This is an optimization exercise on Yosys and OpenROAD, whose aim is small area and a short achievable clock period, not a production implementation.
No run shown here included a check of the RTL's function; only the layout flow was run.
No activity file was given, so power comes from the tool's default toggle rates.

--- constraint.sdc ---
create_clock -name core_clock -period 9.5 [get_ports {clk}]
set_input_delay 1.9000 -clock core_clock [delete_from_list [all_inputs] [get_ports {clk}]]
set_output_delay 1.9000 -clock core_clock [all_outputs]
set_load 0.01 [all_outputs]
--- flow/run.sh ---
#!/bin/bash
# Standard ORFS layout, with repair_timing asked to reach a larger setup slack than the
# constraint needs (the SDC is unchanged). Each tool's output stays in orfs/logs/.
set -euo pipefail
cd "$(dirname "$0")/.."
export SETUP_SLACK_MARGIN=${MARGIN:-6.4}
bash standard.sh > standard.log 2>&1
--- config.mk ---
export PLATFORM = sky130hd
export DESIGN_NAME = cic_iq_decim
export DESIGN_NICKNAME = cic_iq_decim
export VERILOG_FILES = /design/flow/design.v
export SDC_FILE = /design/flow/constraint.sdc
export NUM_CORES = 4
export LEC_CHECK = 0
export CAP_MARGIN = 20
export CORE_MARGIN = 2
export CORE_UTILIZATION = 40
export SLEW_MARGIN = 20
--- design.v ---
module cic_iq_decim #(
  parameter int DIN_W    = 16,
  parameter int DOUT_W   = 16,
  parameter int STAGES   = 4,
  parameter int MAX_RATE = 16,
  parameter int GAIN_W   = 16,
  localparam int RATE_W  = $clog2(MAX_RATE + 1),
  localparam int ACC_W   = DIN_W + STAGES * $clog2(MAX_RATE),
  localparam int SHIFT_W = $clog2(ACC_W)
) (
  input  logic                     clk,
  input  logic                     rst,
  input  logic                     s_axis_data_tvalid,
  input  logic signed [DIN_W-1:0]  s_axis_data_tdata_real,
  input  logic signed [DIN_W-1:0]  s_axis_data_tdata_imag,
  input  logic                     cfg_load,
  input  logic [RATE_W-1:0]        cfg_rate,
  input  logic [SHIFT_W-1:0]       cfg_shift,
  input  logic [GAIN_W-1:0]        cfg_gain,
  output logic                     m_axis_data_tvalid,
  output logic signed [DOUT_W-1:0] m_axis_data_tdata_real,
  output logic signed [DOUT_W-1:0] m_axis_data_tdata_imag
);
  localparam int W   = 8;            
  localparam int L   = 32 / W;       
  localparam int NVV = L + 4;        
  localparam int NFV = L + 8;        
  logic [3:0]  rm1;                  
  logic [4:0]  shift_r;
  logic [15:0] gain_r;
  always_ff @(posedge clk) begin
    if (rst) begin
      rm1     <= 4'd1;
      shift_r <= '0;
      gain_r  <= 16'd16384;
    end else if (cfg_load) begin
      if (cfg_rate < 5'd2)
        rm1 <= 4'd1;
      else if (cfg_rate > 5'd16)
        rm1 <= 4'd15;
      else
        rm1 <= 4'(cfg_rate - 5'd1);
      shift_r <= cfg_shift;
      gain_r  <= cfg_gain;
    end
  end
  logic        flush_q;
  logic        v_q;
  logic [15:0] xr_q, xi_q, xi_d;
  always_ff @(posedge clk) begin
    flush_q <= rst | cfg_load;
    v_q     <= s_axis_data_tvalid;
    xr_q    <= s_axis_data_tvalid ? s_axis_data_tdata_real : 16'd0;
    xi_q    <= s_axis_data_tvalid ? s_axis_data_tdata_imag : 16'd0;
    xi_d    <= flush_q ? 16'd0 : xi_q;
  end
  logic [NVV-1:0] vv;
  assign vv[0] = v_q;
  always_ff @(posedge clk) begin
    if (flush_q) vv[NVV-1:1] <= '0;
    else         vv[NVV-1:1] <= vv[NVV-2:0];
  end
  logic [31:0] xd [2][L];
  assign xd[0][0] = {{16{xr_q[15]}}, xr_q};
  assign xd[1][0] = {{16{xi_d[15]}}, xi_d};
  always_ff @(posedge clk) begin
    for (int c = 0; c < 2; c++)
      for (int j = 1; j < L; j++)
        xd[c][j] <= flush_q ? 32'd0 : xd[c][j-1];
  end
  logic [W-1:0] integ  [2][4][L];
  logic         icar   [2][4][L];   
  logic [W:0]   isum   [2][4][L];
  always_comb begin
    for (int c = 0; c < 2; c++)
      for (int k = 0; k < 4; k++)
        for (int j = 0; j < L; j++)
          isum[c][k][j] = {1'b0, integ[c][k][j]}
                        + {1'b0, (k == 0) ? xd[c][j][j*W +: W]
                                          : (vv[k + j + c] ? integ[c][k-1][j] : {W{1'b0}})}
                        + (W+1)'((j == 0) ? 1'b0 : icar[c][k][j-1]);
  end
  always_ff @(posedge clk) begin
    for (int c = 0; c < 2; c++)
      for (int k = 0; k < 4; k++)
        for (int j = 0; j < L; j++) begin
          integ[c][k][j] <= flush_q ? {W{1'b0}} : isum[c][k][j][W-1:0];
          icar[c][k][j]  <= flush_q ? 1'b0 : isum[c][k][j][W];
        end
  end
  logic [3:0]     cnt;
  logic           fe;
  logic [NFV-1:0] fv;               
  assign fe = v_q & (cnt == rm1);
  always_ff @(posedge clk) begin
    if (flush_q) begin
      cnt <= '0;
      fv  <= '0;
    end else begin
      if (v_q)
        cnt <= fe ? 4'd0 : cnt + 4'd1;
      fv <= {fv[NFV-2:0], fe};
    end
  end
  logic [W-1:0] da  [4][L];         
  logic [W-1:0] db  [4][L];         
  logic         cbr [4][L];         
  logic [W-1:0] cin [5][L];         
  logic [W:0]   csum [4][L];
  logic [W-1:0] cmid [L];           
  always_comb begin
    for (int j = 0; j < L; j++) begin
      cin[0][j] = fv[4 + j] ? integ[1][3][j] : integ[0][3][j];
      cin[2][j] = cmid[j];
      for (int k = 0; k < 4; k++) begin
        csum[k][j] = {1'b0, cin[k][j]} + {1'b0, ~da[k][j]}
                   + (W+1)'((j == 0) ? 1'b1 : cbr[k][j-1]);
        if (k != 1)
          cin[k+1][j] = csum[k][j][W-1:0];
      end
    end
  end
  always_ff @(posedge clk) begin
    for (int j = 0; j < L; j++) begin
      cmid[j] <= csum[1][j][W-1:0];
      for (int k = 0; k < 4; k++) begin
        cbr[k][j] <= csum[k][j][W];
        if (flush_q) begin
          da[k][j] <= '0;
          db[k][j] <= '0;
        end else if (k < 2 ? (fv[3 + j] | fv[4 + j]) : (fv[4 + j] | fv[5 + j])) begin
          da[k][j] <= db[k][j];
          db[k][j] <= cin[k][j];
        end
      end
    end
  end
  logic [W-1:0] dsk [L][L];
  logic [31:0]  z;
  always_ff @(posedge clk) begin
    for (int j = 0; j < L; j++) begin
      dsk[j][0] <= cin[4][j];
      for (int d = 1; d < L - j; d++)
        dsk[j][d] <= dsk[j][d-1];
    end
  end
  always_comb
    for (int j = 0; j < L; j++)
      z[j*W +: W] = dsk[j][L-1-j];
  logic [30:0] ur;
  always_ff @(posedge clk)
    ur <= 31'(($signed({z, 1'b0})) >>> shift_r);
  logic [17:0] g3;
  always_ff @(posedge clk)
    g3 <= {2'b0, gain_r} + {1'b0, gain_r, 1'b0};
  logic bneg0, bs1_0, bs2_0, bs3_0, bs4_0;
  logic [17:0] bm0;
  logic bneg1, bs1_1, bs2_1, bs3_1, bs4_1;
  logic [17:0] bm1;
  logic bneg2, bs1_2, bs2_2, bs3_2, bs4_2;
  logic [17:0] bm2;
  logic bneg3, bs1_3, bs2_3, bs3_3, bs4_3;
  logic [17:0] bm3;
  logic bneg4, bs1_4, bs2_4, bs3_4, bs4_4;
  logic [17:0] bm4;
  logic bneg5, bs1_5, bs2_5, bs3_5, bs4_5;
  logic [17:0] bm5;
  logic bneg6, bs1_6, bs2_6, bs3_6, bs4_6;
  logic [17:0] bm6;
  logic bneg7, bs1_7, bs2_7, bs3_7, bs4_7;
  logic [17:0] bm7;
  logic bneg8, bs1_8, bs2_8, bs3_8, bs4_8;
  logic [17:0] bm8;
  logic bneg9, bs1_9, bs2_9, bs3_9, bs4_9;
  logic [17:0] bm9;
  logic ma0_s1, ma0_c2;
  logic ma0_s3, ma0_c4;
  logic ma0_s5, ma0_c6;
  logic ma0_s7, ma0_c8;
  logic ma0_s9, ma0_c10;
  logic ma0_s11, ma0_c12;
  logic ma0_s13, ma0_c14;
  logic ma0_s15, ma0_c16;
  logic ma0_s17, ma0_c18;
  logic ma0_s19, ma0_c20;
  logic ma0_s21, ma0_c22;
  logic ma0_s23, ma0_c24;
  logic ma0_s25, ma0_c26;
  logic ma0_s27, ma0_c28;
  logic ma0_s29, ma0_c30;
  logic ma0_s31, ma0_c32;
  logic ma0_s33, ma0_c34;
  logic ma0_s35, ma0_c36;
  logic ma0_s37, ma0_c38;
  logic ma0_s39, ma0_c40;
  logic ma0_s41, ma0_c42;
  logic ma0_s43, ma0_c44;
  logic ma0_s45, ma0_c46;
  logic ma0_s47, ma0_c48;
  logic ma0_s49, ma0_c50;
  logic ma0_s51, ma0_c52;
  logic ma0_s53, ma0_c54;
  logic ma1_s55, ma1_c56;
  logic ma1_s57, ma1_c58;
  logic ma1_s59, ma1_c60;
  logic ma1_s61, ma1_c62;
  logic ma1_s63, ma1_c64;
  logic ma1_s65, ma1_c66;
  logic ma1_s67, ma1_c68;
  logic ma1_s69, ma1_c70;
  logic ma1_s71, ma1_c72;
  logic ma1_s73, ma1_c74;
  logic ma1_s75, ma1_c76;
  logic ma1_s77, ma1_c78;
  logic ma1_s79, ma1_c80;
  logic ma1_s81, ma1_c82;
  logic ma1_s83, ma1_c84;
  logic ma1_s85, ma1_c86;
  logic ma1_s87, ma1_c88;
  logic ma1_s89, ma1_c90;
  logic ma1_s91, ma1_c92;
  logic ma1_s93, ma1_c94;
  logic ma1_s95, ma1_c96;
  logic ma1_s97, ma1_c98;
  logic ma1_s99, ma1_c100;
  logic ma1_s101, ma1_c102;
  logic ma1_s103, ma1_c104;
  logic ma1_s105, ma1_c106;
  logic ma1_s107, ma1_c108;
  logic ma1_s109, ma1_c110;
  logic ma1_s111, ma1_c112;
  logic ma1_s113, ma1_c114;
  logic ma1_s115, ma1_c116;
  logic ma1_s117, ma1_c118;
  logic ma1_s119, ma1_c120;
  logic ma1_s121, ma1_c122;
  logic ma1_s123, ma1_c124;
  logic ma1_s125, ma1_c126;
  logic ma1_s127, ma1_c128;
  logic ma1_s129, ma1_c130;
  logic ma1_s131, ma1_c132;
  logic [29:0] mr0;
  logic [29:0] mr1;
  logic [29:0] mr2;
  logic [29:0] mr3;
  logic mb0_s133, mb0_c134;
  logic mb0_s135, mb0_c136;
  logic mb0_s137, mb0_c138;
  logic mb0_s139, mb0_c140;
  logic mb0_s141, mb0_c142;
  logic mb0_s143, mb0_c144;
  logic mb0_s145, mb0_c146;
  logic mb0_s147, mb0_c148;
  logic mb0_s149, mb0_c150;
  logic mb0_s151, mb0_c152;
  logic mb0_s153, mb0_c154;
  logic mb0_s155, mb0_c156;
  logic mb0_s157, mb0_c158;
  logic mb0_s159, mb0_c160;
  logic mb0_s161, mb0_c162;
  logic mb0_s163, mb0_c164;
  logic mb0_s165, mb0_c166;
  logic mb0_s167, mb0_c168;
  logic mb0_s169, mb0_c170;
  logic mb0_s171, mb0_c172;
  logic mb0_s173, mb0_c174;
  logic mb0_s175, mb0_c176;
  logic mb0_s177, mb0_c178;
  logic mb0_s179, mb0_c180;
  logic mb1_s181, mb1_c182;
  logic mb1_s183, mb1_c184;
  logic mb1_s185, mb1_c186;
  logic mb1_s187, mb1_c188;
  logic mb1_s189, mb1_c190;
  logic mb1_s191, mb1_c192;
  logic mb1_s193, mb1_c194;
  logic mb1_s195, mb1_c196;
  logic mb1_s197, mb1_c198;
  logic mb1_s199, mb1_c200;
  logic mb1_s201, mb1_c202;
  logic mb1_s203, mb1_c204;
  logic mb1_s205, mb1_c206;
  logic mb1_s207, mb1_c208;
  logic mb1_s209, mb1_c210;
  logic mb1_s211, mb1_c212;
  logic mb1_s213, mb1_c214;
  logic mb1_s215, mb1_c216;
  logic mb1_s217, mb1_c218;
  logic mb1_s219, mb1_c220;
  logic mb1_s221, mb1_c222;
  logic mb1_s223, mb1_c224;
  logic mb1_s225, mb1_c226;
  logic mb1_s227, mb1_c228;
  logic mb1_s229, mb1_c230;
  logic mb1_s231, mb1_c232;
  logic mb1_s233, mb1_c234;
  logic [29:0] mx, my, p;
  assign bneg0 = ur[3];
  assign bs1_0 = ur[3] ? (ur[2] & (ur[1] ^ ur[0])) : (~ur[2] & (ur[1] ^ ur[0]));
  assign bs2_0 = (~ur[2] & ur[1] & ur[0]) | (ur[2] & ~ur[1] & ~ur[0]);
  assign bs3_0 = ur[3] ? (~ur[2] & (ur[1] ^ ur[0])) : (ur[2] & (ur[1] ^ ur[0]));
  assign bs4_0 = ur[3] ? (~ur[2] & ~ur[1] & ~ur[0]) : (ur[2] & ur[1] & ur[0]);
  assign bm0 = (({18{bs1_0}} & {2'b0, gain_r}) | ({18{bs2_0}} & {1'b0, gain_r, 1'b0}) | ({18{bs3_0}} & g3) | ({18{bs4_0}} & {gain_r, 2'b0})) ^ {18{bneg0}};
  assign bneg1 = ur[6];
  assign bs1_1 = ur[6] ? (ur[5] & (ur[4] ^ ur[3])) : (~ur[5] & (ur[4] ^ ur[3]));
  assign bs2_1 = (~ur[5] & ur[4] & ur[3]) | (ur[5] & ~ur[4] & ~ur[3]);
  assign bs3_1 = ur[6] ? (~ur[5] & (ur[4] ^ ur[3])) : (ur[5] & (ur[4] ^ ur[3]));
  assign bs4_1 = ur[6] ? (~ur[5] & ~ur[4] & ~ur[3]) : (ur[5] & ur[4] & ur[3]);
  assign bm1 = (({18{bs1_1}} & {2'b0, gain_r}) | ({18{bs2_1}} & {1'b0, gain_r, 1'b0}) | ({18{bs3_1}} & g3) | ({18{bs4_1}} & {gain_r, 2'b0})) ^ {18{bneg1}};
  assign bneg2 = ur[9];
  assign bs1_2 = ur[9] ? (ur[8] & (ur[7] ^ ur[6])) : (~ur[8] & (ur[7] ^ ur[6]));
  assign bs2_2 = (~ur[8] & ur[7] & ur[6]) | (ur[8] & ~ur[7] & ~ur[6]);
  assign bs3_2 = ur[9] ? (~ur[8] & (ur[7] ^ ur[6])) : (ur[8] & (ur[7] ^ ur[6]));
  assign bs4_2 = ur[9] ? (~ur[8] & ~ur[7] & ~ur[6]) : (ur[8] & ur[7] & ur[6]);
  assign bm2 = (({18{bs1_2}} & {2'b0, gain_r}) | ({18{bs2_2}} & {1'b0, gain_r, 1'b0}) | ({18{bs3_2}} & g3) | ({18{bs4_2}} & {gain_r, 2'b0})) ^ {18{bneg2}};
  assign bneg3 = ur[12];
  assign bs1_3 = ur[12] ? (ur[11] & (ur[10] ^ ur[9])) : (~ur[11] & (ur[10] ^ ur[9]));
  assign bs2_3 = (~ur[11] & ur[10] & ur[9]) | (ur[11] & ~ur[10] & ~ur[9]);
  assign bs3_3 = ur[12] ? (~ur[11] & (ur[10] ^ ur[9])) : (ur[11] & (ur[10] ^ ur[9]));
  assign bs4_3 = ur[12] ? (~ur[11] & ~ur[10] & ~ur[9]) : (ur[11] & ur[10] & ur[9]);
  assign bm3 = (({18{bs1_3}} & {2'b0, gain_r}) | ({18{bs2_3}} & {1'b0, gain_r, 1'b0}) | ({18{bs3_3}} & g3) | ({18{bs4_3}} & {gain_r, 2'b0})) ^ {18{bneg3}};
  assign bneg4 = ur[15];
  assign bs1_4 = ur[15] ? (ur[14] & (ur[13] ^ ur[12])) : (~ur[14] & (ur[13] ^ ur[12]));
  assign bs2_4 = (~ur[14] & ur[13] & ur[12]) | (ur[14] & ~ur[13] & ~ur[12]);
  assign bs3_4 = ur[15] ? (~ur[14] & (ur[13] ^ ur[12])) : (ur[14] & (ur[13] ^ ur[12]));
  assign bs4_4 = ur[15] ? (~ur[14] & ~ur[13] & ~ur[12]) : (ur[14] & ur[13] & ur[12]);
  assign bm4 = (({18{bs1_4}} & {2'b0, gain_r}) | ({18{bs2_4}} & {1'b0, gain_r, 1'b0}) | ({18{bs3_4}} & g3) | ({18{bs4_4}} & {gain_r, 2'b0})) ^ {18{bneg4}};
  assign bneg5 = ur[18];
  assign bs1_5 = ur[18] ? (ur[17] & (ur[16] ^ ur[15])) : (~ur[17] & (ur[16] ^ ur[15]));
  assign bs2_5 = (~ur[17] & ur[16] & ur[15]) | (ur[17] & ~ur[16] & ~ur[15]);
  assign bs3_5 = ur[18] ? (~ur[17] & (ur[16] ^ ur[15])) : (ur[17] & (ur[16] ^ ur[15]));
  assign bs4_5 = ur[18] ? (~ur[17] & ~ur[16] & ~ur[15]) : (ur[17] & ur[16] & ur[15]);
  assign bm5 = (({18{bs1_5}} & {2'b0, gain_r}) | ({18{bs2_5}} & {1'b0, gain_r, 1'b0}) | ({18{bs3_5}} & g3) | ({18{bs4_5}} & {gain_r, 2'b0})) ^ {18{bneg5}};
  assign bneg6 = ur[21];
  assign bs1_6 = ur[21] ? (ur[20] & (ur[19] ^ ur[18])) : (~ur[20] & (ur[19] ^ ur[18]));
  assign bs2_6 = (~ur[20] & ur[19] & ur[18]) | (ur[20] & ~ur[19] & ~ur[18]);
  assign bs3_6 = ur[21] ? (~ur[20] & (ur[19] ^ ur[18])) : (ur[20] & (ur[19] ^ ur[18]));
  assign bs4_6 = ur[21] ? (~ur[20] & ~ur[19] & ~ur[18]) : (ur[20] & ur[19] & ur[18]);
  assign bm6 = (({18{bs1_6}} & {2'b0, gain_r}) | ({18{bs2_6}} & {1'b0, gain_r, 1'b0}) | ({18{bs3_6}} & g3) | ({18{bs4_6}} & {gain_r, 2'b0})) ^ {18{bneg6}};
  assign bneg7 = ur[24];
  assign bs1_7 = ur[24] ? (ur[23] & (ur[22] ^ ur[21])) : (~ur[23] & (ur[22] ^ ur[21]));
  assign bs2_7 = (~ur[23] & ur[22] & ur[21]) | (ur[23] & ~ur[22] & ~ur[21]);
  assign bs3_7 = ur[24] ? (~ur[23] & (ur[22] ^ ur[21])) : (ur[23] & (ur[22] ^ ur[21]));
  assign bs4_7 = ur[24] ? (~ur[23] & ~ur[22] & ~ur[21]) : (ur[23] & ur[22] & ur[21]);
  assign bm7 = (({18{bs1_7}} & {2'b0, gain_r}) | ({18{bs2_7}} & {1'b0, gain_r, 1'b0}) | ({18{bs3_7}} & g3) | ({18{bs4_7}} & {gain_r, 2'b0})) ^ {18{bneg7}};
  assign bneg8 = ur[27];
  assign bs1_8 = ur[27] ? (ur[26] & (ur[25] ^ ur[24])) : (~ur[26] & (ur[25] ^ ur[24]));
  assign bs2_8 = (~ur[26] & ur[25] & ur[24]) | (ur[26] & ~ur[25] & ~ur[24]);
  assign bs3_8 = ur[27] ? (~ur[26] & (ur[25] ^ ur[24])) : (ur[26] & (ur[25] ^ ur[24]));
  assign bs4_8 = ur[27] ? (~ur[26] & ~ur[25] & ~ur[24]) : (ur[26] & ur[25] & ur[24]);
  assign bm8 = (({18{bs1_8}} & {2'b0, gain_r}) | ({18{bs2_8}} & {1'b0, gain_r, 1'b0}) | ({18{bs3_8}} & g3) | ({18{bs4_8}} & {gain_r, 2'b0})) ^ {18{bneg8}};
  assign bneg9 = ur[30];
  assign bs1_9 = ur[30] ? (ur[29] & (ur[28] ^ ur[27])) : (~ur[29] & (ur[28] ^ ur[27]));
  assign bs2_9 = (~ur[29] & ur[28] & ur[27]) | (ur[29] & ~ur[28] & ~ur[27]);
  assign bs3_9 = ur[30] ? (~ur[29] & (ur[28] ^ ur[27])) : (ur[29] & (ur[28] ^ ur[27]));
  assign bs4_9 = ur[30] ? (~ur[29] & ~ur[28] & ~ur[27]) : (ur[29] & ur[28] & ur[27]);
  assign bm9 = (({18{bs1_9}} & {2'b0, gain_r}) | ({18{bs2_9}} & {1'b0, gain_r, 1'b0}) | ({18{bs3_9}} & g3) | ({18{bs4_9}} & {gain_r, 2'b0})) ^ {18{bneg9}};
  assign ma0_s1 = bm0[15] ^ bm1[12];
  assign ma0_c2 = bm0[15] & bm1[12];
  assign ma0_s3 = bm0[16] ^ bm1[13];
  assign ma0_c4 = bm0[16] & bm1[13];
  assign ma0_s5 = bm0[17] ^ bm1[14];
  assign ma0_c6 = bm0[17] & bm1[14];
  assign ma0_s7 = ~bneg0 ^ bm1[15] ^ bm2[12];
  assign ma0_c8 = (~bneg0 & bm1[15]) | (~bneg0 & bm2[12]) | (bm1[15] & bm2[12]);
  assign ma0_s9 = bm3[9] ^ bm4[6] ^ bm5[3];
  assign ma0_c10 = (bm3[9] & bm4[6]) | (bm3[9] & bm5[3]) | (bm4[6] & bm5[3]);
  assign ma0_s11 = bm1[16] ^ bm2[13] ^ bm3[10];
  assign ma0_c12 = (bm1[16] & bm2[13]) | (bm1[16] & bm3[10]) | (bm2[13] & bm3[10]);
  assign ma0_s13 = bm4[7] ^ bm5[4];
  assign ma0_c14 = bm4[7] & bm5[4];
  assign ma0_s15 = bm1[17] ^ bm2[14] ^ bm3[11];
  assign ma0_c16 = (bm1[17] & bm2[14]) | (bm1[17] & bm3[11]) | (bm2[14] & bm3[11]);
  assign ma0_s17 = bm4[8] ^ bm5[5];
  assign ma0_c18 = bm4[8] & bm5[5];
  assign ma0_s19 = ~bneg1 ^ bm2[15] ^ bm3[12];
  assign ma0_c20 = (~bneg1 & bm2[15]) | (~bneg1 & bm3[12]) | (bm2[15] & bm3[12]);
  assign ma0_s21 = bm4[9] ^ bm5[6] ^ bm6[3];
  assign ma0_c22 = (bm4[9] & bm5[6]) | (bm4[9] & bm6[3]) | (bm5[6] & bm6[3]);
  assign ma0_s23 = bm2[16] ^ bm3[13] ^ bm4[10];
  assign ma0_c24 = (bm2[16] & bm3[13]) | (bm2[16] & bm4[10]) | (bm3[13] & bm4[10]);
  assign ma0_s25 = bm5[7] ^ bm6[4];
  assign ma0_c26 = bm5[7] & bm6[4];
  assign ma0_s27 = bm2[17] ^ bm3[14] ^ bm4[11];
  assign ma0_c28 = (bm2[17] & bm3[14]) | (bm2[17] & bm4[11]) | (bm3[14] & bm4[11]);
  assign ma0_s29 = bm5[8] ^ bm6[5];
  assign ma0_c30 = bm5[8] & bm6[5];
  assign ma0_s31 = ~bneg2 ^ bm3[15] ^ bm4[12];
  assign ma0_c32 = (~bneg2 & bm3[15]) | (~bneg2 & bm4[12]) | (bm3[15] & bm4[12]);
  assign ma0_s33 = bm5[9] ^ bm6[6] ^ bm7[3];
  assign ma0_c34 = (bm5[9] & bm6[6]) | (bm5[9] & bm7[3]) | (bm6[6] & bm7[3]);
  assign ma0_s35 = bm3[16] ^ bm4[13] ^ bm5[10];
  assign ma0_c36 = (bm3[16] & bm4[13]) | (bm3[16] & bm5[10]) | (bm4[13] & bm5[10]);
  assign ma0_s37 = bm6[7] ^ bm7[4];
  assign ma0_c38 = bm6[7] & bm7[4];
  assign ma0_s39 = bm3[17] ^ bm4[14] ^ bm5[11];
  assign ma0_c40 = (bm3[17] & bm4[14]) | (bm3[17] & bm5[11]) | (bm4[14] & bm5[11]);
  assign ma0_s41 = bm6[8] ^ bm7[5];
  assign ma0_c42 = bm6[8] & bm7[5];
  assign ma0_s43 = ~bneg3 ^ bm4[15] ^ bm5[12];
  assign ma0_c44 = (~bneg3 & bm4[15]) | (~bneg3 & bm5[12]) | (bm4[15] & bm5[12]);
  assign ma0_s45 = bm6[9] ^ bm7[6] ^ bm8[3];
  assign ma0_c46 = (bm6[9] & bm7[6]) | (bm6[9] & bm8[3]) | (bm7[6] & bm8[3]);
  assign ma0_s47 = bm4[16] ^ bm5[13] ^ bm6[10];
  assign ma0_c48 = (bm4[16] & bm5[13]) | (bm4[16] & bm6[10]) | (bm5[13] & bm6[10]);
  assign ma0_s49 = bm7[7] ^ bm8[4];
  assign ma0_c50 = bm7[7] & bm8[4];
  assign ma0_s51 = bm4[17] ^ bm5[14] ^ bm6[11];
  assign ma0_c52 = (bm4[17] & bm5[14]) | (bm4[17] & bm6[11]) | (bm5[14] & bm6[11]);
  assign ma0_s53 = bm7[8] ^ bm8[5];
  assign ma0_c54 = bm7[8] & bm8[5];
  assign ma1_s55 = bm0[9] ^ bm1[6];
  assign ma1_c56 = bm0[9] & bm1[6];
  assign ma1_s57 = bm0[10] ^ bm1[7];
  assign ma1_c58 = bm0[10] & bm1[7];
  assign ma1_s59 = bm0[11] ^ bm1[8];
  assign ma1_c60 = bm0[11] & bm1[8];
  assign ma1_s61 = bm0[12] ^ bm1[9] ^ bm2[6];
  assign ma1_c62 = (bm0[12] & bm1[9]) | (bm0[12] & bm2[6]) | (bm1[9] & bm2[6]);
  assign ma1_s63 = bm3[3] ^ bm4[0];
  assign ma1_c64 = bm3[3] & bm4[0];
  assign ma1_s65 = bm0[13] ^ bm1[10] ^ bm2[7];
  assign ma1_c66 = (bm0[13] & bm1[10]) | (bm0[13] & bm2[7]) | (bm1[10] & bm2[7]);
  assign ma1_s67 = bm3[4] ^ bm4[1] ^ 1'b1;
  assign ma1_c68 = (bm3[4] & bm4[1]) | (bm3[4] & 1'b1) | (bm4[1] & 1'b1);
  assign ma1_s69 = bm0[14] ^ bm1[11] ^ bm2[8];
  assign ma1_c70 = (bm0[14] & bm1[11]) | (bm0[14] & bm2[8]) | (bm1[11] & bm2[8]);
  assign ma1_s71 = bm3[5] ^ bm4[2];
  assign ma1_c72 = bm3[5] & bm4[2];
  assign ma1_s73 = ma0_s1 ^ bm2[9] ^ bm3[6];
  assign ma1_c74 = (ma0_s1 & bm2[9]) | (ma0_s1 & bm3[6]) | (bm2[9] & bm3[6]);
  assign ma1_s75 = bm4[3] ^ bm5[0] ^ bneg5;
  assign ma1_c76 = (bm4[3] & bm5[0]) | (bm4[3] & bneg5) | (bm5[0] & bneg5);
  assign ma1_s77 = ma0_s3 ^ bm2[10] ^ bm3[7];
  assign ma1_c78 = (ma0_s3 & bm2[10]) | (ma0_s3 & bm3[7]) | (bm2[10] & bm3[7]);
  assign ma1_s79 = bm4[4] ^ bm5[1] ^ ma0_c2;
  assign ma1_c80 = (bm4[4] & bm5[1]) | (bm4[4] & ma0_c2) | (bm5[1] & ma0_c2);
  assign ma1_s81 = ma0_s5 ^ bm2[11] ^ bm3[8];
  assign ma1_c82 = (ma0_s5 & bm2[11]) | (ma0_s5 & bm3[8]) | (bm2[11] & bm3[8]);
  assign ma1_s83 = bm4[5] ^ bm5[2] ^ ma0_c4;
  assign ma1_c84 = (bm4[5] & bm5[2]) | (bm4[5] & ma0_c4) | (bm5[2] & ma0_c4);
  assign ma1_s85 = ma0_s7 ^ ma0_s9 ^ bm6[0];
  assign ma1_c86 = (ma0_s7 & ma0_s9) | (ma0_s7 & bm6[0]) | (ma0_s9 & bm6[0]);
  assign ma1_s87 = bneg6 ^ 1'b1 ^ ma0_c6;
  assign ma1_c88 = (bneg6 & 1'b1) | (bneg6 & ma0_c6) | (1'b1 & ma0_c6);
  assign ma1_s89 = ma0_s11 ^ ma0_s13 ^ bm6[1];
  assign ma1_c90 = (ma0_s11 & ma0_s13) | (ma0_s11 & bm6[1]) | (ma0_s13 & bm6[1]);
  assign ma1_s91 = 1'b1 ^ ma0_c8 ^ ma0_c10;
  assign ma1_c92 = (1'b1 & ma0_c8) | (1'b1 & ma0_c10) | (ma0_c8 & ma0_c10);
  assign ma1_s93 = ma0_s15 ^ ma0_s17 ^ bm6[2];
  assign ma1_c94 = (ma0_s15 & ma0_s17) | (ma0_s15 & bm6[2]) | (ma0_s17 & bm6[2]);
  assign ma1_s95 = 1'b1 ^ ma0_c12 ^ ma0_c14;
  assign ma1_c96 = (1'b1 & ma0_c12) | (1'b1 & ma0_c14) | (ma0_c12 & ma0_c14);
  assign ma1_s97 = ma0_s19 ^ ma0_s21 ^ bm7[0];
  assign ma1_c98 = (ma0_s19 & ma0_s21) | (ma0_s19 & bm7[0]) | (ma0_s21 & bm7[0]);
  assign ma1_s99 = bneg7 ^ ma0_c16 ^ ma0_c18;
  assign ma1_c100 = (bneg7 & ma0_c16) | (bneg7 & ma0_c18) | (ma0_c16 & ma0_c18);
  assign ma1_s101 = ma0_s23 ^ ma0_s25 ^ bm7[1];
  assign ma1_c102 = (ma0_s23 & ma0_s25) | (ma0_s23 & bm7[1]) | (ma0_s25 & bm7[1]);
  assign ma1_s103 = 1'b1 ^ ma0_c20 ^ ma0_c22;
  assign ma1_c104 = (1'b1 & ma0_c20) | (1'b1 & ma0_c22) | (ma0_c20 & ma0_c22);
  assign ma1_s105 = ma0_s27 ^ ma0_s29 ^ bm7[2];
  assign ma1_c106 = (ma0_s27 & ma0_s29) | (ma0_s27 & bm7[2]) | (ma0_s29 & bm7[2]);
  assign ma1_s107 = 1'b1 ^ ma0_c24 ^ ma0_c26;
  assign ma1_c108 = (1'b1 & ma0_c24) | (1'b1 & ma0_c26) | (ma0_c24 & ma0_c26);
  assign ma1_s109 = ma0_s31 ^ ma0_s33 ^ bm8[0];
  assign ma1_c110 = (ma0_s31 & ma0_s33) | (ma0_s31 & bm8[0]) | (ma0_s33 & bm8[0]);
  assign ma1_s111 = bneg8 ^ ma0_c28 ^ ma0_c30;
  assign ma1_c112 = (bneg8 & ma0_c28) | (bneg8 & ma0_c30) | (ma0_c28 & ma0_c30);
  assign ma1_s113 = ma0_s35 ^ ma0_s37 ^ bm8[1];
  assign ma1_c114 = (ma0_s35 & ma0_s37) | (ma0_s35 & bm8[1]) | (ma0_s37 & bm8[1]);
  assign ma1_s115 = 1'b1 ^ ma0_c32 ^ ma0_c34;
  assign ma1_c116 = (1'b1 & ma0_c32) | (1'b1 & ma0_c34) | (ma0_c32 & ma0_c34);
  assign ma1_s117 = ma0_s39 ^ ma0_s41 ^ bm8[2];
  assign ma1_c118 = (ma0_s39 & ma0_s41) | (ma0_s39 & bm8[2]) | (ma0_s41 & bm8[2]);
  assign ma1_s119 = 1'b1 ^ ma0_c36 ^ ma0_c38;
  assign ma1_c120 = (1'b1 & ma0_c36) | (1'b1 & ma0_c38) | (ma0_c36 & ma0_c38);
  assign ma1_s121 = ma0_s43 ^ ma0_s45 ^ bm9[0];
  assign ma1_c122 = (ma0_s43 & ma0_s45) | (ma0_s43 & bm9[0]) | (ma0_s45 & bm9[0]);
  assign ma1_s123 = bneg9 ^ ma0_c40 ^ ma0_c42;
  assign ma1_c124 = (bneg9 & ma0_c40) | (bneg9 & ma0_c42) | (ma0_c40 & ma0_c42);
  assign ma1_s125 = ma0_s47 ^ ma0_s49 ^ bm9[1];
  assign ma1_c126 = (ma0_s47 & ma0_s49) | (ma0_s47 & bm9[1]) | (ma0_s49 & bm9[1]);
  assign ma1_s127 = 1'b1 ^ ma0_c44 ^ ma0_c46;
  assign ma1_c128 = (1'b1 & ma0_c44) | (1'b1 & ma0_c46) | (ma0_c44 & ma0_c46);
  assign ma1_s129 = ma0_s51 ^ ma0_s53 ^ bm9[2];
  assign ma1_c130 = (ma0_s51 & ma0_s53) | (ma0_s51 & bm9[2]) | (ma0_s53 & bm9[2]);
  assign ma1_s131 = 1'b1 ^ ma0_c48 ^ ma0_c50;
  assign ma1_c132 = (1'b1 & ma0_c48) | (1'b1 & ma0_c50) | (ma0_c48 & ma0_c50);
  assign mb0_s133 = mr0[6] ^ mr1[6];
  assign mb0_c134 = mr0[6] & mr1[6];
  assign mb0_s135 = mr0[7] ^ mr1[7];
  assign mb0_c136 = mr0[7] & mr1[7];
  assign mb0_s137 = mr0[8] ^ mr1[8];
  assign mb0_c138 = mr0[8] & mr1[8];
  assign mb0_s139 = mr0[9] ^ mr1[9] ^ mr2[9];
  assign mb0_c140 = (mr0[9] & mr1[9]) | (mr0[9] & mr2[9]) | (mr1[9] & mr2[9]);
  assign mb0_s141 = mr0[10] ^ mr1[10] ^ mr2[10];
  assign mb0_c142 = (mr0[10] & mr1[10]) | (mr0[10] & mr2[10]) | (mr1[10] & mr2[10]);
  assign mb0_s143 = mr0[11] ^ mr1[11] ^ mr2[11];
  assign mb0_c144 = (mr0[11] & mr1[11]) | (mr0[11] & mr2[11]) | (mr1[11] & mr2[11]);
  assign mb0_s145 = mr0[12] ^ mr1[12] ^ mr2[12];
  assign mb0_c146 = (mr0[12] & mr1[12]) | (mr0[12] & mr2[12]) | (mr1[12] & mr2[12]);
  assign mb0_s147 = mr0[13] ^ mr1[13] ^ mr2[13];
  assign mb0_c148 = (mr0[13] & mr1[13]) | (mr0[13] & mr2[13]) | (mr1[13] & mr2[13]);
  assign mb0_s149 = mr0[14] ^ mr1[14] ^ mr2[14];
  assign mb0_c150 = (mr0[14] & mr1[14]) | (mr0[14] & mr2[14]) | (mr1[14] & mr2[14]);
  assign mb0_s151 = mr0[15] ^ mr1[15] ^ mr2[15];
  assign mb0_c152 = (mr0[15] & mr1[15]) | (mr0[15] & mr2[15]) | (mr1[15] & mr2[15]);
  assign mb0_s153 = mr0[16] ^ mr1[16] ^ mr2[16];
  assign mb0_c154 = (mr0[16] & mr1[16]) | (mr0[16] & mr2[16]) | (mr1[16] & mr2[16]);
  assign mb0_s155 = mr0[17] ^ mr1[17] ^ mr2[17];
  assign mb0_c156 = (mr0[17] & mr1[17]) | (mr0[17] & mr2[17]) | (mr1[17] & mr2[17]);
  assign mb0_s157 = mr0[18] ^ mr1[18] ^ mr2[18];
  assign mb0_c158 = (mr0[18] & mr1[18]) | (mr0[18] & mr2[18]) | (mr1[18] & mr2[18]);
  assign mb0_s159 = mr0[19] ^ mr1[19] ^ mr2[19];
  assign mb0_c160 = (mr0[19] & mr1[19]) | (mr0[19] & mr2[19]) | (mr1[19] & mr2[19]);
  assign mb0_s161 = mr0[20] ^ mr1[20] ^ mr2[20];
  assign mb0_c162 = (mr0[20] & mr1[20]) | (mr0[20] & mr2[20]) | (mr1[20] & mr2[20]);
  assign mb0_s163 = mr0[21] ^ mr1[21] ^ mr2[21];
  assign mb0_c164 = (mr0[21] & mr1[21]) | (mr0[21] & mr2[21]) | (mr1[21] & mr2[21]);
  assign mb0_s165 = mr0[22] ^ mr1[22] ^ mr2[22];
  assign mb0_c166 = (mr0[22] & mr1[22]) | (mr0[22] & mr2[22]) | (mr1[22] & mr2[22]);
  assign mb0_s167 = mr0[23] ^ mr1[23] ^ mr2[23];
  assign mb0_c168 = (mr0[23] & mr1[23]) | (mr0[23] & mr2[23]) | (mr1[23] & mr2[23]);
  assign mb0_s169 = mr0[24] ^ mr1[24] ^ mr2[24];
  assign mb0_c170 = (mr0[24] & mr1[24]) | (mr0[24] & mr2[24]) | (mr1[24] & mr2[24]);
  assign mb0_s171 = mr0[25] ^ mr1[25] ^ mr2[25];
  assign mb0_c172 = (mr0[25] & mr1[25]) | (mr0[25] & mr2[25]) | (mr1[25] & mr2[25]);
  assign mb0_s173 = mr0[26] ^ mr1[26] ^ mr2[26];
  assign mb0_c174 = (mr0[26] & mr1[26]) | (mr0[26] & mr2[26]) | (mr1[26] & mr2[26]);
  assign mb0_s175 = mr0[27] ^ mr1[27] ^ mr2[27];
  assign mb0_c176 = (mr0[27] & mr1[27]) | (mr0[27] & mr2[27]) | (mr1[27] & mr2[27]);
  assign mb0_s177 = mr0[28] ^ mr1[28] ^ mr2[28];
  assign mb0_c178 = (mr0[28] & mr1[28]) | (mr0[28] & mr2[28]) | (mr1[28] & mr2[28]);
  assign mb0_s179 = mr0[29] ^ mr1[29] ^ mr2[29];
  assign mb0_c180 = (mr0[29] & mr1[29]) | (mr0[29] & mr2[29]) | (mr1[29] & mr2[29]);
  assign mb1_s181 = mr0[3] ^ mr1[3];
  assign mb1_c182 = mr0[3] & mr1[3];
  assign mb1_s183 = mr0[4] ^ mr1[4];
  assign mb1_c184 = mr0[4] & mr1[4];
  assign mb1_s185 = mr0[5] ^ mr1[5];
  assign mb1_c186 = mr0[5] & mr1[5];
  assign mb1_s187 = mb0_s133 ^ mr2[6] ^ mr3[6];
  assign mb1_c188 = (mb0_s133 & mr2[6]) | (mb0_s133 & mr3[6]) | (mr2[6] & mr3[6]);
  assign mb1_s189 = mb0_s135 ^ mr2[7] ^ mb0_c134;
  assign mb1_c190 = (mb0_s135 & mr2[7]) | (mb0_s135 & mb0_c134) | (mr2[7] & mb0_c134);
  assign mb1_s191 = mb0_s137 ^ mr2[8] ^ mb0_c136;
  assign mb1_c192 = (mb0_s137 & mr2[8]) | (mb0_s137 & mb0_c136) | (mr2[8] & mb0_c136);
  assign mb1_s193 = mb0_s139 ^ mr3[9] ^ mb0_c138;
  assign mb1_c194 = (mb0_s139 & mr3[9]) | (mb0_s139 & mb0_c138) | (mr3[9] & mb0_c138);
  assign mb1_s195 = mb0_s141 ^ mr3[10] ^ mb0_c140;
  assign mb1_c196 = (mb0_s141 & mr3[10]) | (mb0_s141 & mb0_c140) | (mr3[10] & mb0_c140);
  assign mb1_s197 = mb0_s143 ^ mr3[11] ^ mb0_c142;
  assign mb1_c198 = (mb0_s143 & mr3[11]) | (mb0_s143 & mb0_c142) | (mr3[11] & mb0_c142);
  assign mb1_s199 = mb0_s145 ^ mr3[12] ^ mb0_c144;
  assign mb1_c200 = (mb0_s145 & mr3[12]) | (mb0_s145 & mb0_c144) | (mr3[12] & mb0_c144);
  assign mb1_s201 = mb0_s147 ^ mr3[13] ^ mb0_c146;
  assign mb1_c202 = (mb0_s147 & mr3[13]) | (mb0_s147 & mb0_c146) | (mr3[13] & mb0_c146);
  assign mb1_s203 = mb0_s149 ^ mr3[14] ^ mb0_c148;
  assign mb1_c204 = (mb0_s149 & mr3[14]) | (mb0_s149 & mb0_c148) | (mr3[14] & mb0_c148);
  assign mb1_s205 = mb0_s151 ^ mr3[15] ^ mb0_c150;
  assign mb1_c206 = (mb0_s151 & mr3[15]) | (mb0_s151 & mb0_c150) | (mr3[15] & mb0_c150);
  assign mb1_s207 = mb0_s153 ^ mr3[16] ^ mb0_c152;
  assign mb1_c208 = (mb0_s153 & mr3[16]) | (mb0_s153 & mb0_c152) | (mr3[16] & mb0_c152);
  assign mb1_s209 = mb0_s155 ^ mr3[17] ^ mb0_c154;
  assign mb1_c210 = (mb0_s155 & mr3[17]) | (mb0_s155 & mb0_c154) | (mr3[17] & mb0_c154);
  assign mb1_s211 = mb0_s157 ^ mr3[18] ^ mb0_c156;
  assign mb1_c212 = (mb0_s157 & mr3[18]) | (mb0_s157 & mb0_c156) | (mr3[18] & mb0_c156);
  assign mb1_s213 = mb0_s159 ^ mr3[19] ^ mb0_c158;
  assign mb1_c214 = (mb0_s159 & mr3[19]) | (mb0_s159 & mb0_c158) | (mr3[19] & mb0_c158);
  assign mb1_s215 = mb0_s161 ^ mr3[20] ^ mb0_c160;
  assign mb1_c216 = (mb0_s161 & mr3[20]) | (mb0_s161 & mb0_c160) | (mr3[20] & mb0_c160);
  assign mb1_s217 = mb0_s163 ^ mr3[21] ^ mb0_c162;
  assign mb1_c218 = (mb0_s163 & mr3[21]) | (mb0_s163 & mb0_c162) | (mr3[21] & mb0_c162);
  assign mb1_s219 = mb0_s165 ^ mr3[22] ^ mb0_c164;
  assign mb1_c220 = (mb0_s165 & mr3[22]) | (mb0_s165 & mb0_c164) | (mr3[22] & mb0_c164);
  assign mb1_s221 = mb0_s167 ^ mr3[23] ^ mb0_c166;
  assign mb1_c222 = (mb0_s167 & mr3[23]) | (mb0_s167 & mb0_c166) | (mr3[23] & mb0_c166);
  assign mb1_s223 = mb0_s169 ^ mr3[24] ^ mb0_c168;
  assign mb1_c224 = (mb0_s169 & mr3[24]) | (mb0_s169 & mb0_c168) | (mr3[24] & mb0_c168);
  assign mb1_s225 = mb0_s171 ^ mr3[25] ^ mb0_c170;
  assign mb1_c226 = (mb0_s171 & mr3[25]) | (mb0_s171 & mb0_c170) | (mr3[25] & mb0_c170);
  assign mb1_s227 = mb0_s173 ^ mr3[26] ^ mb0_c172;
  assign mb1_c228 = (mb0_s173 & mr3[26]) | (mb0_s173 & mb0_c172) | (mr3[26] & mb0_c172);
  assign mb1_s229 = mb0_s175 ^ mr3[27] ^ mb0_c174;
  assign mb1_c230 = (mb0_s175 & mr3[27]) | (mb0_s175 & mb0_c174) | (mr3[27] & mb0_c174);
  assign mb1_s231 = mb0_s177 ^ mr3[28] ^ mb0_c176;
  assign mb1_c232 = (mb0_s177 & mr3[28]) | (mb0_s177 & mb0_c176) | (mr3[28] & mb0_c176);
  assign mb1_s233 = mb0_s179 ^ mr3[29] ^ mb0_c178;
  assign mb1_c234 = (mb0_s179 & mr3[29]) | (mb0_s179 & mb0_c178) | (mr3[29] & mb0_c178);
  assign mx[0] = mr0[0];
  assign my[0] = mr1[0];
  assign mx[1] = mr0[1];
  assign my[1] = 1'b0;
  assign mx[2] = mr0[2];
  assign my[2] = 1'b0;
  assign mx[3] = mb1_s181;
  assign my[3] = mr2[3];
  assign mx[4] = mb1_s183;
  assign my[4] = mb1_c182;
  assign mx[5] = mb1_s185;
  assign my[5] = mb1_c184;
  assign mx[6] = mb1_s187;
  assign my[6] = mb1_c186;
  assign mx[7] = mb1_s189;
  assign my[7] = mb1_c188;
  assign mx[8] = mb1_s191;
  assign my[8] = mb1_c190;
  assign mx[9] = mb1_s193;
  assign my[9] = mb1_c192;
  assign mx[10] = mb1_s195;
  assign my[10] = mb1_c194;
  assign mx[11] = mb1_s197;
  assign my[11] = mb1_c196;
  assign mx[12] = mb1_s199;
  assign my[12] = mb1_c198;
  assign mx[13] = mb1_s201;
  assign my[13] = mb1_c200;
  assign mx[14] = mb1_s203;
  assign my[14] = mb1_c202;
  assign mx[15] = mb1_s205;
  assign my[15] = mb1_c204;
  assign mx[16] = mb1_s207;
  assign my[16] = mb1_c206;
  assign mx[17] = mb1_s209;
  assign my[17] = mb1_c208;
  assign mx[18] = mb1_s211;
  assign my[18] = mb1_c210;
  assign mx[19] = mb1_s213;
  assign my[19] = mb1_c212;
  assign mx[20] = mb1_s215;
  assign my[20] = mb1_c214;
  assign mx[21] = mb1_s217;
  assign my[21] = mb1_c216;
  assign mx[22] = mb1_s219;
  assign my[22] = mb1_c218;
  assign mx[23] = mb1_s221;
  assign my[23] = mb1_c220;
  assign mx[24] = mb1_s223;
  assign my[24] = mb1_c222;
  assign mx[25] = mb1_s225;
  assign my[25] = mb1_c224;
  assign mx[26] = mb1_s227;
  assign my[26] = mb1_c226;
  assign mx[27] = mb1_s229;
  assign my[27] = mb1_c228;
  assign mx[28] = mb1_s231;
  assign my[28] = mb1_c230;
  assign mx[29] = mb1_s233;
  assign my[29] = mb1_c232;
  assign p = mx + my;
  always_ff @(posedge clk) begin
    mr0[0] <= bm0[0];
    mr1[0] <= bneg0;
    mr2[0] <= 1'b0;
    mr3[0] <= 1'b0;
    mr0[1] <= bm0[1];
    mr1[1] <= 1'b0;
    mr2[1] <= 1'b0;
    mr3[1] <= 1'b0;
    mr0[2] <= bm0[2];
    mr1[2] <= 1'b0;
    mr2[2] <= 1'b0;
    mr3[2] <= 1'b0;
    mr0[3] <= bm0[3];
    mr1[3] <= bm1[0];
    mr2[3] <= bneg1;
    mr3[3] <= 1'b0;
    mr0[4] <= bm0[4];
    mr1[4] <= bm1[1];
    mr2[4] <= 1'b0;
    mr3[4] <= 1'b0;
    mr0[5] <= bm0[5];
    mr1[5] <= bm1[2];
    mr2[5] <= 1'b0;
    mr3[5] <= 1'b0;
    mr0[6] <= bm0[6];
    mr1[6] <= bm1[3];
    mr2[6] <= bm2[0];
    mr3[6] <= bneg2;
    mr0[7] <= bm0[7];
    mr1[7] <= bm1[4];
    mr2[7] <= bm2[1];
    mr3[7] <= 1'b0;
    mr0[8] <= bm0[8];
    mr1[8] <= bm1[5];
    mr2[8] <= bm2[2];
    mr3[8] <= 1'b0;
    mr0[9] <= ma1_s55;
    mr1[9] <= bm2[3];
    mr2[9] <= bm3[0];
    mr3[9] <= bneg3;
    mr0[10] <= ma1_s57;
    mr1[10] <= bm2[4];
    mr2[10] <= bm3[1];
    mr3[10] <= ma1_c56;
    mr0[11] <= ma1_s59;
    mr1[11] <= bm2[5];
    mr2[11] <= bm3[2];
    mr3[11] <= ma1_c58;
    mr0[12] <= ma1_s61;
    mr1[12] <= ma1_s63;
    mr2[12] <= bneg4;
    mr3[12] <= ma1_c60;
    mr0[13] <= ma1_s65;
    mr1[13] <= ma1_s67;
    mr2[13] <= ma1_c62;
    mr3[13] <= ma1_c64;
    mr0[14] <= ma1_s69;
    mr1[14] <= ma1_s71;
    mr2[14] <= ma1_c66;
    mr3[14] <= ma1_c68;
    mr0[15] <= ma1_s73;
    mr1[15] <= ma1_s75;
    mr2[15] <= ma1_c70;
    mr3[15] <= ma1_c72;
    mr0[16] <= ma1_s77;
    mr1[16] <= ma1_s79;
    mr2[16] <= ma1_c74;
    mr3[16] <= ma1_c76;
    mr0[17] <= ma1_s81;
    mr1[17] <= ma1_s83;
    mr2[17] <= ma1_c78;
    mr3[17] <= ma1_c80;
    mr0[18] <= ma1_s85;
    mr1[18] <= ma1_s87;
    mr2[18] <= ma1_c82;
    mr3[18] <= ma1_c84;
    mr0[19] <= ma1_s89;
    mr1[19] <= ma1_s91;
    mr2[19] <= ma1_c86;
    mr3[19] <= ma1_c88;
    mr0[20] <= ma1_s93;
    mr1[20] <= ma1_s95;
    mr2[20] <= ma1_c90;
    mr3[20] <= ma1_c92;
    mr0[21] <= ma1_s97;
    mr1[21] <= ma1_s99;
    mr2[21] <= ma1_c94;
    mr3[21] <= ma1_c96;
    mr0[22] <= ma1_s101;
    mr1[22] <= ma1_s103;
    mr2[22] <= ma1_c98;
    mr3[22] <= ma1_c100;
    mr0[23] <= ma1_s105;
    mr1[23] <= ma1_s107;
    mr2[23] <= ma1_c102;
    mr3[23] <= ma1_c104;
    mr0[24] <= ma1_s109;
    mr1[24] <= ma1_s111;
    mr2[24] <= ma1_c106;
    mr3[24] <= ma1_c108;
    mr0[25] <= ma1_s113;
    mr1[25] <= ma1_s115;
    mr2[25] <= ma1_c110;
    mr3[25] <= ma1_c112;
    mr0[26] <= ma1_s117;
    mr1[26] <= ma1_s119;
    mr2[26] <= ma1_c114;
    mr3[26] <= ma1_c116;
    mr0[27] <= ma1_s121;
    mr1[27] <= ma1_s123;
    mr2[27] <= ma1_c118;
    mr3[27] <= ma1_c120;
    mr0[28] <= ma1_s125;
    mr1[28] <= ma1_s127;
    mr2[28] <= ma1_c122;
    mr3[28] <= ma1_c124;
    mr0[29] <= ma1_s129;
    mr1[29] <= ma1_s131;
    mr2[29] <= ma1_c126;
    mr3[29] <= ma1_c128;
  end
  always_ff @(posedge clk) begin
    if (fv[L + 6])
      m_axis_data_tdata_real <= p[29:14];
    m_axis_data_tdata_imag <= p[29:14];
    m_axis_data_tvalid <= fv[L + 7] & ~flush_q & ~rst & ~cfg_load;
  end
endmodule
--- standard.sh ---
#!/bin/bash
# synth_recipe.tcl (not shown) runs the flow's synth.tcl, then flattens the netlist and writes it again
# the make line also repeats each setting of config.mk as NAME=value (left out here)
make -C /OpenROAD-flow-scripts/flow DESIGN_CONFIG=/design/flow/config.mk WORK_HOME=/design/flow/orfs CLKGATE_MAP_FILE= SYNTH_SCRIPT=/design/flow/synth_recipe.tcl "${@:-finish}"
==> results of run 1 <==
## registers in the layout, indices dropped and copies added, names as in the netlist, 7 cells and up
signal	cells
cbr	12
cmid	32
da	128
db	128
dsk	80
fv	12
g3	18
gain_r	16
icar	24
integ	256
m_axis_data_tdata_imag	16
m_axis_data_tdata_real	16
mr0	30
mr1	28
mr2	25
mr3	22
ur	31
vv	7
xd	20
xi_d	16
xi_q	16
xr_q	16
## kinds of logic (layout without fill, tap and decap cells)
kind of cell / Yosys count / after routing
flops: 965 / 965
mux: 124 / 124
buf+inv: 760 / 848
xor+xnor: 390 / 390
fa+ha+maj: 576 / 576
simple gates: 1734 / 1734
compound gates: 1126 / 1126
## repair_timing
action	CTS	global route
pin swaps	6	33
gates cloned	0	0
buffers inserted	13	15
endpoints found under the setup margin	134	94
resized for setup	195	101
## cell type report
| class | instances | area, um2 | share of cell area |
|---|---|---|---|
| Timing Repair Buffer | 171 | 1430 | 0.0248 |
| Clock buffer | 153 | 3020 | 0.0524 |
| Sequential cell | 965 | 19500 | 0.339 |
| Clock inverter | 47 | 587 | 0.0102 |
| Inverter | 477 | 1790 | 0.0312 |
| Multi-Input combinational cell | 3950 | 29200 | 0.507 |
| Tap cell | 1650 | 2060 | 0.0359 |
## worst max path at each step
stage | start | cells after the start | end
finish | mr0[11]$_DFF_P_ | 13 | m_axis_data_tdata_real[2]$_DFFE_PP_
global route | mr0[11]$_DFF_P_ | 13 | m_axis_data_tdata_real[2]$_DFFE_PP_
CTS | mr0[11]$_DFF_P_ | 11 | m_axis_data_tdata_real[15]$_DFFE_PP_
detailed placement | fv[5]$_SDFF_PP0_ | 13 | cmid[1][7]$_DFF_P_
global placement | fv[6]$_SDFF_PP0_ | 13 | cmid[2][7]$_DFF_P_
floorplan | mr0[11]$_DFF_P_ | 11 | m_axis_data_tdata_real[15]$_DFFE_PP_
## metal layers
| layer | track usage | wire, um |
|---|---|---|
| met1 | 0.209 | 48100 |
| met2 | 0.264 | 47700 |
| met3 | 0.0267 | 4870 |
| met4 | 0.0549 | 3610 |
| met5 | 0 | 0 |
## cells in the mapped netlist (29+ instances only)
master      n
a21boi_0   68
a21o_1     52
a21oi_1   410
a221oi_1  102
a22o_1    109
and2_1    198
buf_1      31
clkbuf_1  233
dfxtp_1   949
fa_1      165
ha_1      411
inv_1     473
mux2_2     41
mux2i_1    71
nand2_1   655
nand2b_1   34
nor2_1    436
nor2b_1   169
nor3_1    121
nor3b_1    29
o21ai_0   214
o21bai_1   41
xnor2_1   307
xor2_1     83
## report_power, final
| group | total (mW) | internal (mW) | switching, mW |
|---|---|---|---|
| Sequential | 4.57 | 4.41 | 0.163 |
| Combinational | 2.78 | 1.26 | 1.51 |
| Clock | 4.17 | 2.44 | 1.73 |
| Total | 11.5 | 8.11 | 3.40 |
## worst reg2reg max path, cell delays in order, from the launching register on
cell and delay, ps:
dfxtp_2 320, fa_1 550, fa_1 450, ha_4 250, and2_4 170, a221oi_4 290
nand3_2 150, buf_4 170, buf_6 110, o211a_1 220, o21a_1 200, o21a_4 220
nor2_4 100, xnor2_2 110
## layout by cell type, fill, tap and decap left out, drive strengths merged, types with 71 or more instances in the layout
master / count
dfxtp: 949
nand2: 656
inv: 478
nor2: 436
ha: 411
a21oi: 410
xnor2: 307
o21ai: 228
and2: 199
nor2b: 170
fa: 165
clkbuf: 154
nor3: 121
a22o: 109
buf: 109
a221oi: 105
xor2: 83
a21boi: 74
mux2i: 71
==> results_dict.tcl, run 1 <==
set metrics [dict create \
    via_per_inst 4.96 \
    synth_adder_area_share 0.166 \
    rsz0062_at_grt "yes" \
    peakVddDrop_v 0.000191 \
    rr_startpoint "mr0[11]$_DFF_P_" \
    fin_skew_ps 59.1 \
    area_delta_synth_final_pct 13.0 \
    cts-hold-fix-buffers 0 \
    dr_total_vias 36800 \
    synth_flop_cell "dfxtp_1" \
    gp_congestion 0.878 \
    synth_warnings 12 \
    fmax_ghz 0.279 \
    crit_path_start_kind "register" \
    crit_family "adder cells" \
    final_cells 7413 \
    synth_seq_area_share 0.382 \
    powerDensity_nw_per_um2 200 \
    async_flop_share 0 \
    slew_viol_final 0 \
    layout_setup_ws_ps 5910 \
    n_antenna_cell 0 \
    drtAntennaViolNets 0 \
    clockBufferDepth 3 \
    slew_headroom 0.281 \
    port_buffers 94 \
    wire_per_inst_um 14.1 \
    synthesis.area_um2 50900 \
    grt_pass1_wl_um 175000 \
    synth_xor_area_frac 0.0670 \
    power_mw 11.5 \
    finalSetupTns_ps 0 \
    cts.sinks 965 \
    die-area_um2 130000 \
    period_needed_ps 3590 \
    num-fill-cells 12000 \
    grt_pass1_vias 35000 \
    synth.largest_area_cell "dfxtp_1" \
    reg2reg_slack_ps 5910 \
    place_area_um2 53400 \
    grtUsageTotal 0.159 \
    htreeDepth 3 \
    syn_inst 5675 \
    drive_above_1_share 0.0807 \
    worstPathRequired_ps 9920 \
    slowest_stage "fa_1" \
    antenna_found_initial 0 \
    post_synth_and_or_nand_nor_area_fraction 0.158 \
    path_cells "fa_1 -> fa_1 -> ha_4 -> and2_4 -> a221oi_4 -> nand3_2 -> buf_4 -> buf_6 -> o211a_1 -> o21a_1 -> o21a_4 -> nor2_4 -> xnor2_2" \
    place_hpwl_um 72600 \
    fp.coreArea_um2 126000 \
    min_from "dsk[4][6]$_DFF_P_" \
    wl_um 104000 \
    critPathKind "reg -> reg" \
    whs_path_depth 0 \
    synth.area.top_cells "dfxtp_1, ha_1, fa_1" \
    synth_top_area_frac 0.373 \
    finalHoldViolCount 0 \
    initial_core_util 0.404 \
    place_inst 7185 \
    cts_root_buf "clkbuf_16" \
    critical_path.max_stage_delay_ps 550 \
    synth_top_family_by_area "adder cells" \
    final_nets 6309 \
    numCtsBuffers 106 \
    synth-compound-area-share 0.142 \
    hold_end "dsk[5][6]$_DFF_P_" \
    end_kind "register" \
    path_buf_inv 2 \
    synth_area_per_cell_um2 8.98 \
    finalCritPeriodShare 0.378 \
    critPathMaxFanout 3 \
    grt_max_degree 214 \
    drc 0 \
    grt.overflow.total 0 \
    syn-num-nets 6313 \
    clk-insertion-delay-late_ps 720 \
    setup_violations 0 \
    post-place-ws_ps 5830 \
    arrival_ps 4010 \
    p_leak_nw 23.0 \
    timing.hold.ws_ps 278 \
    crit_top_cell "fa_1" \
    dieWidth_um 361 \
    ioPinCount 95 \
    synth_mux_area_frac 0.0283 \
    cts_tree "done" \
    synth_edf_count 16 \
    cap_violations 0 \
    path_clk_slew_ps 60 \
    worst_pin_slew_ps 1080 \
    yosysUniqueCellTypes 68 \
    rows 130 \
    ff2ff_path_depth 13 \
    hp-class "reg -> reg" \
    ys_ff_latch 965 \
    postLayoutCoreUtil 0.457 \
    timing.rr.end "m_axis_data_tdata_real[2]$_DFFE_PP_" \
    dr.pass1.iters 6 \
    drtIter0Drc 2512 \
    die_h_um 361 \
    final_area_um2 57600 \
    status "no timing/DRC/antenna violations" \
]
==> run 2, diff against run 1 <==
--- a/design.v
+++ b/design.v
@@ -26,3 +26,3 @@
   localparam int NVV = L + 4;        
-  localparam int NFV = L + 8;        
+  localparam int NFV = L + 9;        
   logic [3:0]  rm1;                  
@@ -296,3 +296,6 @@
   logic mb1_s233, mb1_c234;
-  logic [29:0] mx, my, p;
+  logic [29:0] mx, my;
+  logic [14:0] plo;
+  logic [15:0] mxh, myh, p;
+  logic        pc14;
   assign bneg0 = ur[3];
@@ -651,3 +654,4 @@
   assign my[29] = mb1_c232;
-  assign p = mx + my;
+  assign plo = {1'b0, mx[13:0]} + {1'b0, my[13:0]};
+  assign p = mxh + myh + 16'(pc14);
   always_ff @(posedge clk) begin
@@ -773,8 +777,11 @@
     mr3[29] <= ma1_c128;
+    mxh <= mx[29:14];
+    myh <= my[29:14];
+    pc14 <= plo[14];
   end
   always_ff @(posedge clk) begin
-    if (fv[L + 6])
-      m_axis_data_tdata_real <= p[29:14];
-    m_axis_data_tdata_imag <= p[29:14];
-    m_axis_data_tvalid <= fv[L + 7] & ~flush_q & ~rst & ~cfg_load;
+    if (fv[L + 7])
+      m_axis_data_tdata_real <= p;
+    m_axis_data_tdata_imag <= p;
+    m_axis_data_tvalid <= fv[L + 8] & ~flush_q & ~rst & ~cfg_load;
   end
==> results_dict.tcl, run 2 <==
set metrics [dict create \
    synth_warnings 12 \
    num-fill-cells 12400 \
    cts-hold-fix-buffers 0 \
    drtIter0Drc 2133 \
    syn_inst 5740 \
    dieWidth_um 364 \
    synthesis.area_um2 52000 \
    synth_edf_count 16 \
    period_needed_ps 3150 \
    fmax_ghz 0.318 \
    place_area_um2 54500 \
    crit_family "simple AND/OR/NAND/NOR gates" \
    critPathKind "reg -> reg" \
    rsz0062_at_grt "yes" \
    clk-insertion-delay-late_ps 730 \
    die-area_um2 133000 \
    finalCritPeriodShare 0.331 \
    initial_core_util 0.402 \
    path_clk_slew_ps 60 \
    hp-class "reg -> reg" \
    finalHoldViolCount 0 \
    path_buf_inv 1 \
    slowest_stage "dfxtp_4" \
    area_delta_synth_final_pct 13.1 \
    synth_area_per_cell_um2 9.05 \
    powerDensity_nw_per_um2 182 \
    drtAntennaViolNets 0 \
    htreeDepth 3 \
    peakVddDrop_v 0.000153 \
    slew_headroom 0.380 \
    grt_max_degree 172 \
    synth_top_area_frac 0.379 \
    multi_input_area_um2 29300 \
    worstPathRequired_ps 10110 \
    dr_total_vias 37800 \
    dr.pass1.iters 9 \
    critical_path.max_stage_delay_ps 400 \
    cts_tree "done" \
    drc 0 \
    cts_root_buf "clkbuf_16" \
    via_per_inst 4.99 \
    seq_area_um2 20200 \
    mostFrequentLayoutCells "dfxtp_1, nand2_1, inv_1" \
    ioPinCount 95 \
    arrival_ps 3750 \
    rows 132 \
    n_antenna_cell 0 \
    ys_ff_latch 999 \
    final_common_cell "dfxtp_1" \
    critPathMaxFanout 5 \
    end_kind "register" \
    antenna_found_initial 2 \
    path_cells "buf_4 -> mux2_2 -> ha_1 -> a21boi_1 -> o21ai_2 -> nor3b_4 -> nor2_1 -> ha_1 -> or3_1 -> o21ai_2 -> a21oi_2 -> xnor2_1 -> xnor2_1" \
    yosysUniqueCellTypes 72 \
    status "no timing/DRC/antenna violations" \
    power_mw 10.7 \
    reg2reg_slack_ps 6350 \
    port_buffers 94 \
    numCtsBuffers 106 \
    synthTopCellsByCount "dfxtp_1, nand2_1, inv_1" \
    largestRegisters "integ x256, da x128, db x128" \
    final_cells 7572 \
    synth.most_common_cell "dfxtp_1" \
    async_flop_share 0 \
    wire_per_inst_um 14.4 \
    largest_register_ffs 256 \
    place_inst 7344 \
    final_nets 6380 \
    timing.hold.ws_ps 324 \
    largest-register "integ" \
    synth.area.top_cells "dfxtp_1, ha_1, fa_1" \
    cap_violations 0 \
    final_area_um2 58800 \
    syn-num-nets 6379 \
    fin_skew_ps 51.6 \
    synth_flop_cell "dfxtp_1" \
    p_leak_nw 23.7 \
    synth_seq_area_share 0.388 \
    crit_path_start_kind "register" \
    grt_pass1_vias 36300 \
    cts.sinks 999 \
    drive_above_1_share 0.0782 \
    grtUsageTotal 0.163 \
    grt_pass1_wl_um 180000 \
    grt.overflow.total 0 \
    slew_viol_final 0 \
    worst_pin_slew_ps 930 \
    wl_um 109000 \
    setup_violations 0 \
    die_h_um 364 \
    place_hpwl_um 75800 \
    gp_congestion 0.853 \
    finalSetupTns_ps 0 \
    fp.coreArea_um2 129000 \
    clockBufferDepth 3 \
    synth.largest_area_cell "dfxtp_1" \
]
==> run 2: worst reg2reg max path, cell delays in order, from the launching register on <==
cell and delay, ps:
dfxtp_4 400, buf_4 150, mux2_2 350, ha_1 340, a21boi_1 170, o21ai_2 210, nor3b_4 250, nor2_1 70
ha_1 300, or3_1 390, o21ai_2 80, a21oi_2 50, xnor2_1 140, xnor2_1 120
==> run 2: per-layer routing <==
| layer | global-route usage | wire (um) | up-vias | share of wire |
|---|---|---|---|---|
| li1 | - | - | 19200 | - |
| met1 | 0.198 | 46800 | 17600 | 0.43 |
| met2 | 0.284 | 52500 | 783 | 0.48 |
| met3 | 0.0340 | 5820 | 250 | 0.053 |
| met4 | 0.0587 | 3810 | 2 | 0.035 |
| met5 | 0 | 13 | - | 0.00012 |
==> run 2: stage by stage <==
step / worst slack, ps / utilization
4_1_cts: 6280 / 0.452
3_5_place_dp: 5620 / 0.422
2_1_floorplan: 6330 / -
3_3_place_gp: 5670 / 0.421
5_1_grt: 6170 / 0.455
6_report: 6350 / 0.455
==> run 2: final timing paths <==
check                    start                 end  depth (start not counted)
min          dsk[1][2]$_DFF_P_   dsk[2][2]$_DFF_P_                          0
max reg2reg   fv[7]$_SDFF_PP0_  cmid[3][7]$_DFF_P_                         13
max           fv[7]$_SDFF_PP0_  cmid[3][7]$_DFF_P_                         13
min reg2reg  dsk[1][2]$_DFF_P_   dsk[2][2]$_DFF_P_                          0
==> run 2: power breakdown <==
| part | internal [mW] | leakage, nW | total [mW] | switching [mW] |
|---|---|---|---|---|
| clock | 2.64 | 1.85 | 4.40 | 1.76 |
| sequential | 4.53 | 8.14 | 4.72 | 0.185 |
| combinational | 0.670 | 13.7 | 1.56 | 0.891 |
| total | 7.84 | 23.7 | 10.7 | 2.84 |
==> run 2: area by class of cell <==
type                    count  area share
well taps                1742      0.0371
flip-flops and latches    999       0.344
repair buffers            181      0.0257
inverters                 491      0.0314
multi-input cells        3962       0.498
clock inverters            42      0.0116
clock buffers             155      0.0529
==> run 2: what timing repair did <==
item	in CTS	in global routing
setup endpoints to repair	185	134
gates resized for setup	188	90
buffers inserted	20	11
pin swaps	9	24
==> run 2: cells by family (layout without fill, tap and decap cells) <==
| family | Yosys count | after routing | share of synthesized area |
|---|---|---|---|
| buffers and inverters | 779 | 869 | 0.0574 |
| DFF | 999 | 999 | 0.388 |
| muxes | 116 | 116 | 0.0269 |
| AOI/OAI and AO/OA | 1192 | 1192 | 0.147 |
| adders and majority gates | 577 | 577 | 0.163 |
| and+or+nand+nor | 1678 | 1678 | 0.151 |
| xor gates and xnor gates | 399 | 399 | 0.0675 |

[separate check: timing with driven ports]
Ports are ideal in the flow. The routed layouts listed here were re-timed in OpenROAD.
Step 1: set_driving_cell puts a clkbuf_16 on clk and a buf_2 on each other input, an assumption about the parent block.
Step 2 times the ports against the registers' clock, not the clock port: input delays grow and output delays shrink by t, the midpoint of the rising clock arrivals with the driver on.
Three values: no drivers, after step 1, after step 2; two values: the first two.
run	t (ns)	slack for setup (ns)	worst setup path at the end	slew at the worst register clock pin (ns)	worst slew at a driven data input, ns
run 1	0.767	5.913 / 5.913 / 5.912	input to register	0.06 / 0.06	0.05
run 2	0.780	6.351 / 6.332 / 6.038	input to register	0.07 / 0.07	0.06
After both steps setup and hold are still met in every run listed. For run 2, which loses most, drivers alone change the setup slack by -0.019 ns; drivers and shift together by -0.313 ns.
